Source: an optimization exercise on an open RTL-to-GDS flow (aim: small area, a short achievable clock period and few clock cycles per item). Production flows keep margins and buffers that such runs may drop. Function was checked by simulation only, so behaviour that the tests miss may differ from the original. Power is estimated from default activity; no workload was simulated.

Setup of alpha:
Design maze_backtracker_step_core, start of the top module:
module maze_backtracker_step_core #(
    parameter int GRID_COLS = 16,
    parameter int GRID_ROWS = 16
) (
    input  wire logic                          aclk,
    input  wire logic                          aresetn,
    input  wire logic                          cfg_valid,
    output logic                               cfg_ready,
    input  wire logic [0:0]                    cfg_index,
    input  wire logic [4:0]                    cfg_data,
    input  wire logic                          s_tvalid,
    output logic                               s_tready,
    input  wire logic [23:0]                   s_tdata,
    input  wire logic [1:0]                    s_tuser,
    output logic                               m_tvalid,
    input  wire logic                          m_tready,
    output logic [31:0]                        m_tdata,
    output logic [2:0]                         m_tuser
);
    wire  [2:0]  code [0:15][0:15];      
    logic [4:0]  ec, er;                 
    logic [9:0]  area_reg;
    logic        in_valid;
    logic [1:0]  in_op;
    logic [3:0]  in_rcol, in_rrow;
    logic [1:0]  in_rlo;
    logic [1:0]  in_rm3;                 
    logic        k_valid;                
    logic [1:0]  k_op;
    logic [3:0]  k_rcol, k_rrow;
    logic [1:0]  k_rlo, k_rm3;
    logic [15:0] ar, ac;                 
    logic [3:0]  win;                    
    logic [3:0]  ok;                     
    logic [3:0]  cx, cy;                 
    logic [1:0]  cpar;                   
    logic        fresh;                  
    logic        pend;                   
    logic [7:0]  sp;                     
    logic [8:0]  vcnt;
    logic [34:0] f0;                     
    logic        f0v;
  ...
Size: ~5000 cells after synthesis, ~75 I/O pins, about 49000 um2 of cells after synthesis.
Settings: LEC_CHECK=0, CAP_MARGIN=30, CELL_PAD_IN_SITES_DETAIL_PLACEMENT=1, CELL_PAD_IN_SITES_GLOBAL_PLACEMENT=1, CORE_MARGIN=2, CORE_UTILIZATION=40, CTS_BUF_LIST=sky130_fd_sc_hd__clkbuf_8, PLACE_DENSITY=0.55, SLEW_MARGIN=30; clock period 10.0 ns.
standard.sh (not shown) runs the stock make flow with config.mk's settings and CLKGATE_MAP_FILE= SYNTH_SCRIPT=/design/flow/synth_recipe.tcl, a recipe that flattens the netlist after the stock synthesis.
==> flow/flow/run.sh <==
#!/bin/bash
set -euo pipefail
cd "$(dirname "$0")/.."
bash standard.sh SETUP_SLACK_MARGIN=6.5 finish > flow_standard.log 2>&1
Testbench counts of alpha, summed over its fixed seeds: cycles 13,581, items 13,477.
Relative to alpha, the following input files were edited for beta:
# alpha
export LEC_CHECK = 0
export CAP_MARGIN = 30
export CELL_PAD_IN_SITES_DETAIL_PLACEMENT = 1
export CELL_PAD_IN_SITES_GLOBAL_PLACEMENT = 1
export CORE_MARGIN = 2
export CORE_UTILIZATION = 40
export CTS_BUF_LIST = sky130_fd_sc_hd__clkbuf_8
export PLACE_DENSITY = 0.55
export SLEW_MARGIN = 30
create_clock -name core_clock -period 10.0 [get_ports {aclk}]
# beta
export LEC_CHECK = 0
export CAP_MARGIN = 30
export CORE_MARGIN = 2
export CORE_UTILIZATION = 40
export CTS_BUF_LIST = sky130_fd_sc_hd__clkbuf_8
export PLACE_DENSITY = 0.55
export SLEW_MARGIN = 30
create_clock -name core_clock -period 10.0 [get_ports {aclk}]
### Flow results
Although beta finished all stages, its layout failed final checks on capacitance limit, slew limit.
In the final design statistics, beta uses more standard cells in total than alpha.
alpha → beta: number of fillers in the final layout fell 1901, non-clock buffer count moved up, maximum vdd ir drop -0.67%, arrival time of the worst setup path shows an increase of 120 ps.
On wire length on met2, beta and alpha are neck and neck.
First-iteration DRC count on beta is behind alpha.
The core utilization of beta exceeds that of alpha by 0.35 points.
beta -> alpha: worst hold-check slack flat
## Diff of input files: gamma against beta
# beta
export LEC_CHECK = 0
export CAP_MARGIN = 30
export CORE_MARGIN = 2
export CORE_UTILIZATION = 40
export CTS_BUF_LIST = sky130_fd_sc_hd__clkbuf_8
export PLACE_DENSITY = 0.55
export SLEW_MARGIN = 30
create_clock -name core_clock -period 10.0 [get_ports {aclk}]
# gamma
export LEC_CHECK = 0
export CAP_MARGIN = 20
export CELL_PAD_IN_SITES_DETAIL_PLACEMENT = 1
export CELL_PAD_IN_SITES_GLOBAL_PLACEMENT = 1
export CORE_MARGIN = 2
export CORE_UTILIZATION = 40
export CTS_BUF_LIST = sky130_fd_sc_hd__clkbuf_8
export PLACE_DENSITY = 0.55
export SLEW_MARGIN = 20
create_clock -name core_clock -period 10.0 [get_ports {aclk}]
==> summary.txt <==
- When gamma is set beside beta, its net count reported at finish turns out to be 0.81% smaller.
- Sort gamma and beta by worst-case setup margin in the final layout asc -> top: beta
- Final period demand of the worst path (gamma over beta): decrease, 23 ps
- Summary of gamma over beta: via count went down by 745, total power grew by about 1.6%, post-route clock period utilization down 0.23 points.
- When gamma is measured against beta, its total wirelength of the detailed-routed design turns out 2.6% lower.
- beta has a lower clock network fraction of design power than gamma.
- As for a clean layout from gamma and beta, there is none.
- The flow for beta finished, though final verification flagged capacitance limit, slew limit.
- Going from beta to gamma, the worst-path maximum fanout was found to have gone up by 15.
- On first-iteration DRC count: between gamma and beta, it ends up lower for beta.

==> re-timing with driven ports <==
In the flow no input, the clock included, has a driving cell. The finished layouts below were timed again as built, in two steps. Step 1 assumes that a clkbuf_16 drives the clock port and a buf_2 every other input. Step 2 adds t to the input delays and takes it off the output delays; t is the mean of the earliest and latest rising clock arrival at the registers after step 1. Input paths then give back, and output paths get back, about the clock's delay inside the block. Slacks: ideal / step 1 / step 2; pairs: ideal / step 1.
run	t (ns)	setup WS [ns]	worst hold slack (ns)	worst register clock-pin slew, ns	worst data-port slew with drivers (ns)
alpha	1.018	6.203 / 6.203 / 5.502	0.468 / 0.468 / 0.468	0.07 / 0.07	0.06
beta	1.025	6.185 / 6.185 / 5.387	0.467 / 0.467 / 0.467	0.07 / 0.07	0.10
gamma	1.024	6.208 / 6.208 / 5.460	0.465 / 0.465 / 0.465	0.08 / 0.08	0.06
The setup slack of beta, which loses most, moves by 0.000 ns with the drivers and by -0.798 ns with both steps.
